Background: an optimization exercise with open tools, aiming at small area, a short achievable clock period and few clock cycles per item. Do not read the settings as production practice.
At most, simulation tests tie the RTL to the original design; equivalence was not proved.

Setup of old:
==> module chebyshev_clenshaw_evaluator_top, before the edit <==
module chebyshev_clenshaw_evaluator_top #(
    parameter int MAX_TERMS = cce_pkg::MAX_TERMS_DEF,
    parameter int NRING     = 2
) (
    input  wire logic                                aclk,
    input  wire logic                                aresetn,
    input  wire logic                                cfg_valid,
    output logic                                     cfg_ready,
    input  wire logic [cce_pkg::DEG_W-1:0]           cfg_data,
    input  wire logic                                s_valid,
    output logic                                     s_ready,
    input  wire logic [cce_pkg::KIND_W-1:0]          s_kind,
    input  wire logic [cce_pkg::INDEX_W-1:0]         s_coeff_index,
    input  wire logic signed [cce_pkg::COEFF_W-1:0]  s_coeff_value,
    input  wire logic signed [cce_pkg::POINT_W-1:0]  s_point,
    output logic                                     m_valid,
    input  wire logic                                m_ready,
    output logic signed [cce_pkg::ACC_W-1:0]         m_value,
    output logic                                     m_saturated
);
    localparam int CW = cce_pkg::COEFF_W;
    localparam int PW = cce_pkg::POINT_W;
    localparam int AW = cce_pkg::ACC_W;
    localparam int BW = cce_pkg::BTH_W;
    localparam int NR = NRING;
    localparam int TW = (NRING > 2) ? 3 : 2;
    logic                 s_ready_reg;
    logic                 buf_v_reg;
    logic                 buf_kind_reg;
    logic [3:0]           buf_idx_reg;
    logic [CW-1:0]        buf_val_reg;
    logic                 ldq_v_reg;
    logic [3:0]           ldq_idx_reg;
    logic [CW-1:0]        ldq_val_reg;
    logic [3:0]           degree_reg;
    logic [CW-1:0]        ctop_reg;       
    logic                 dirty_reg;      
    logic                 blk1_reg;       
    logic                 blk2_reg;
    logic [TW-1:0]        ins_cnt_reg;
    logic [TW-1:0]        del_cnt_reg;
    logic                 out_v_reg;
    logic [AW-1:0]        out_val_reg;
    logic                 out_sat_reg;
    logic          req_v, req_kind;
    logic [3:0]    req_idx;
    logic [CW-1:0] req_val;
    logic [PW-1:0] req_pt;
    logic [BW-1:0] req_bth;
    assign req_v    = buf_v_reg || s_valid;
    assign req_kind = buf_v_reg ? buf_kind_reg : s_kind;
    assign req_idx  = buf_v_reg ? buf_idx_reg : s_coeff_index;
    assign req_val  = buf_v_reg ? buf_val_reg : s_coeff_value;
    assign req_pt   = buf_v_reg ? buf_val_reg[PW-1:0] : s_point;
    assign req_bth  = cce_pkg::booth(req_pt);
    logic [NR-1:0]          mid2, idle2, fin2, done2, reads;
    logic [NR-1:0][TW-1:0]  tag2;
    logic [NR-1:0][AW-1:0]  res_val;
    logic [NR-1:0]          res_sat;
    logic [NR-1:0][3:0]     rd_addr;
    logic [NR-1:0][CW-1:0]  rd_data;
    logic [NR-1:0]          deliver_r, free_r, can_r, ins_r;
    logic [NR-1:0]          ins_d_reg;      
    logic [NR-1:0][CW-1:0]  rdd_reg;        
    logic [3:0] ins_addr;
    assign ins_addr = (degree_reg == 4'd0) ? 4'd0 : degree_reg - 4'd1;
    logic ins_any, ld, deliver;
    assign ld      = req_v && (req_kind == cce_pkg::KIND_LOAD) && !(|reads);
    assign ins_any = req_v && (req_kind == cce_pkg::KIND_EVAL) && (|can_r);
    assign deliver = |deliver_r;
    for (genvar r = 0; r < NR; r++) begin : g_ring
        assign deliver_r[r] = done2[r] && (tag2[r] == del_cnt_reg) && (!out_v_reg || m_ready);
        assign free_r[r]    = idle2[r] || (fin2[r] && deliver_r[r]);
        if (r == 0) begin : g_first
            assign can_r[r] = free_r[r] && !blk1_reg && !blk2_reg;
        end else begin : g_next
            assign can_r[r] = free_r[r] && ins_d_reg[r-1];
            assign rd_data[r] = rdd_reg[r-1];
        end
        if (r == NR - 1) begin : g_top
            assign ins_r[r] = ins_any && can_r[r];
        end else begin : g_low
            assign ins_r[r] = ins_any && can_r[r] && !(|can_r[NR-1:r+1]);
        end
        cce_seq #(
            .TAG_W (TW)
        ) u_ring (
            .aclk     (aclk),
            .aresetn  (aresetn),
            .mid2     (mid2[r]),
            .idle2    (idle2[r]),
            .fin2     (fin2[r]),
            .done2    (done2[r]),
            .tag2     (tag2[r]),
            .reads    (reads[r]),
            .res_val  (res_val[r]),
            .res_sat  (res_sat[r]),
            .rd_addr  (rd_addr[r]),
            .rd_data  (rd_data[r]),
            .rd_top   ((r == 0) && cfg_valid),
            .top_addr (cfg_data),
            .ins_addr (ins_addr),
            .deliver  (deliver_r[r]),
            .ins      (ins_r[r]),
            .ins_tag  (ins_cnt_reg),
            .ins_bth  (req_bth),
            .ins_b    (ctop_reg)
        );
    end
    logic [AW-1:0] dlv_val;
    logic          dlv_sat;
    always_comb begin
        dlv_val = res_val[0];
        dlv_sat = res_sat[0];
        for (int r = 1; r < NR; r++) begin
            if (done2[r] && (tag2[r] == del_cnt_reg)) begin
                dlv_val = res_val[r];
                dlv_sat = res_sat[r];
            end
        end
    end
    cce_coeff_store #(
        .NRD (1)
    ) u_store (
        .aclk     (aclk),
        .aresetn  (aresetn),
        .wr_en    (ldq_v_reg),
        .wr_index (ldq_idx_reg),
        .wr_data  (ldq_val_reg),
        .rd_addr  (rd_addr[0]),
        .rd_data  (rd_data[0])
    );
    assign s_ready   = s_ready_reg;
    assign cfg_ready = 1'b1;
    always_ff @(posedge aclk) begin
        if (ins_any) begin
            ins_cnt_reg <= ins_cnt_reg + 1'b1;
        end
        if (deliver) begin
            del_cnt_reg <= del_cnt_reg + 1'b1;
            out_val_reg <= dlv_val;
            out_sat_reg <= dlv_sat;
        end
        out_v_reg <= deliver || (out_v_reg && !m_ready);
        ins_d_reg <= ins_r;
        rdd_reg   <= rd_data;
        if (!buf_v_reg) begin
            buf_kind_reg <= s_kind;
            buf_idx_reg  <= s_coeff_index;
            buf_val_reg  <= (s_kind == cce_pkg::KIND_EVAL) ? CW'(s_point) : s_coeff_value;
        end
        buf_v_reg   <= req_v && !(ins_any || ld);
        s_ready_reg <= !(req_v && !(ins_any || ld));
        ldq_v_reg   <= ld;
        ldq_idx_reg <= req_idx;
        ldq_val_reg <= req_val;
        if (cfg_valid) begin
            degree_reg <= cfg_data;
        end
        if (ldq_v_reg && (ldq_idx_reg == degree_reg)) begin
            ctop_reg <= (degree_reg == 4'd0) ? '0 : ldq_val_reg;
        end else if (dirty_reg) begin
            ctop_reg <= (degree_reg == 4'd0) ? '0 : rd_data[0];
        end
        dirty_reg <= cfg_valid;
        blk1_reg  <= cfg_valid || ld;
        blk2_reg  <= blk1_reg;
        if (!aresetn) begin
            ins_cnt_reg <= '0;
            ins_d_reg   <= '0;
            del_cnt_reg <= '0;
            out_v_reg   <= 1'b0;
            buf_v_reg   <= 1'b0;
            s_ready_reg <= 1'b1;
            ldq_v_reg   <= 1'b0;
            degree_reg  <= '0;
            ctop_reg    <= '0;
            dirty_reg   <= 1'b0;
            blk1_reg    <= 1'b1;
            blk2_reg    <= 1'b1;
        end
    end
    assign m_valid     = out_v_reg;
    assign m_value     = out_val_reg;
    assign m_saturated = out_sat_reg;
endmodule
export LEC_CHECK = 0
export ABC_CLOCK_PERIOD_IN_PS = 3000
export CAP_MARGIN = 20
export CORE_MARGIN = 2
export CORE_UTILIZATION = 40
export SLEW_MARGIN = 20
create_clock -name core_clock -period 11.0 [get_ports {aclk}]
standard.sh (not shown) runs the stock make flow with config.mk's settings and CLKGATE_MAP_FILE= SYNTH_SCRIPT=/design/flow/synth_recipe.tcl, a recipe that flattens the netlist after the stock synthesis.
==> flow/flow/run.sh <==
#!/bin/bash
# The standard layout (standard.sh: the standard synthesis, then ORFS to
# finish) with these changes to how the layout is made:
#  - the port buffers that buffer_ports inserts are buf_4 instead of the
#    delay cell it picks itself;
#  - clock tree synthesis uses clkbuf_8 buffers and no dummy loads.
# The clock period and the SDC are the standard flow's, unchanged.
set -euo pipefail
MARGIN=${MARGIN:-7.6}
bash standard.sh finish \
  "SETUP_SLACK_MARGIN=${MARGIN}" \
  "BUFFER_PORTS_ARGS=-buffer_cell sky130_fd_sc_hd__buf_4" \
  "CTS_ARGS=-sink_clustering_enable -repair_clock_nets -dont_use_dummy_load -buf_list sky130_fd_sc_hd__clkbuf_8" \
  > standard_make.log 2>&1
Testbench counts of old, summed over its fixed seeds: cycles 20,480, items 4,096.
Setup changes, old to new
--- a/flow/design.v
+++ b/flow/design.v
@@ -1049,30 +1049,22 @@
     logic [NR-1:0][AW-1:0]  res_val;
     logic [NR-1:0]          res_sat;
     logic [NR-1:0][3:0]     rd_addr;
     logic [NR-1:0][CW-1:0]  rd_data;
-    logic [NR-1:0]          deliver_r, free_r, can_r, ins_r;
-    logic [NR-1:0]          ins_d_reg;      
-    logic [NR-1:0][CW-1:0]  rdd_reg;        
+    logic [NR-1:0]          deliver_r, free_r, ins_r;
     logic [3:0] ins_addr;
     assign ins_addr = (degree_reg == 4'd0) ? 4'd0 : degree_reg - 4'd1;
     logic ins_any, ld, deliver;
     assign ld      = req_v && (req_kind == cce_pkg::KIND_LOAD) && !(|reads);
-    assign ins_any = req_v && (req_kind == cce_pkg::KIND_EVAL) && (|can_r);
+    assign ins_any = req_v && (req_kind == cce_pkg::KIND_EVAL) && (|free_r) && !blk1_reg && !blk2_reg;
     assign deliver = |deliver_r;
     for (genvar r = 0; r < NR; r++) begin : g_ring
         assign deliver_r[r] = done2[r] && (tag2[r] == del_cnt_reg) && (!out_v_reg || m_ready);
         assign free_r[r]    = idle2[r] || (fin2[r] && deliver_r[r]);
         if (r == 0) begin : g_first
-            assign can_r[r] = free_r[r] && !blk1_reg && !blk2_reg;
+            assign ins_r[r] = ins_any && free_r[r];
         end else begin : g_next
-            assign can_r[r] = free_r[r] && ins_d_reg[r-1];
-            assign rd_data[r] = rdd_reg[r-1];
-        end
-        if (r == NR - 1) begin : g_top
-            assign ins_r[r] = ins_any && can_r[r];
-        end else begin : g_low
-            assign ins_r[r] = ins_any && can_r[r] && !(|can_r[NR-1:r+1]);
+            assign ins_r[r] = ins_any && free_r[r] && !(|free_r[r-1:0]);
         end
         cce_seq #(
             .TAG_W (TW)
         ) u_ring (
@@ -1110,17 +1102,17 @@
             end
         end
     end
     cce_coeff_store #(
-        .NRD (1)
+        .NRD (NR)
     ) u_store (
         .aclk     (aclk),
         .aresetn  (aresetn),
         .wr_en    (ldq_v_reg),
         .wr_index (ldq_idx_reg),
         .wr_data  (ldq_val_reg),
-        .rd_addr  (rd_addr[0]),
-        .rd_data  (rd_data[0])
+        .rd_addr  (rd_addr),
+        .rd_data  (rd_data)
     );
     assign s_ready   = s_ready_reg;
     assign cfg_ready = 1'b1;
     always_ff @(posedge aclk) begin
@@ -1132,10 +1124,8 @@
             out_val_reg <= dlv_val;
             out_sat_reg <= dlv_sat;
         end
         out_v_reg <= deliver || (out_v_reg && !m_ready);
-        ins_d_reg <= ins_r;
-        rdd_reg   <= rd_data;
         if (!buf_v_reg) begin
             buf_kind_reg <= s_kind;
             buf_idx_reg  <= s_coeff_index;
             buf_val_reg  <= (s_kind == cce_pkg::KIND_EVAL) ? CW'(s_point) : s_coeff_value;
@@ -1157,9 +1147,8 @@
         blk1_reg  <= cfg_valid || ld;
         blk2_reg  <= blk1_reg;
         if (!aresetn) begin
             ins_cnt_reg <= '0;
-            ins_d_reg   <= '0;
             del_cnt_reg <= '0;
             out_v_reg   <= 1'b0;
             buf_v_reg   <= 1'b0;
             s_ready_reg <= 1'b1;
--- outcome ---
- Compared with old, post-synthesis area per instance in new decreased slightly.
- Diff old -> new | number of clock sinks seen by CTS | up slightly
- Looking at setup slack of the critical path after layout, new sits 0.022 ns higher than old does.
- new vs. old: sequential share of layout area went down by 1.2 points.
- The more densely filled core belongs to old, not new.
The RTL of new was laid out without a check of its function.

[separate check: timing with driven ports]
In the flow no input, the clock included, has a driving cell. The finished layouts below were timed again as built, in two steps. Step 1: set_driving_cell puts a clkbuf_16 on aclk and a buf_2 on each other input, an assumption about the parent block. Step 2 times the ports against the registers' clock, not the clock port: input delays grow and output delays shrink by t, the midpoint of the rising clock arrivals with the driver on. Three values: no drivers, after step 1, after step 2; two values: the first two.
run	shift t [ns]	slack for setup (ns)	slew at the worst register clock pin (ns)	worst data-port slew with drivers (ns)
old	0.920	7.099 / 7.030 / 6.350	0.06 / 0.06	0.07
new	0.940	7.121 / 7.044 / 6.676	0.07 / 0.07	0.06
After both steps every run listed still meets setup and hold. For old, which loses most, drivers alone change the setup slack by -0.069 ns; drivers and shift together by -0.749 ns.
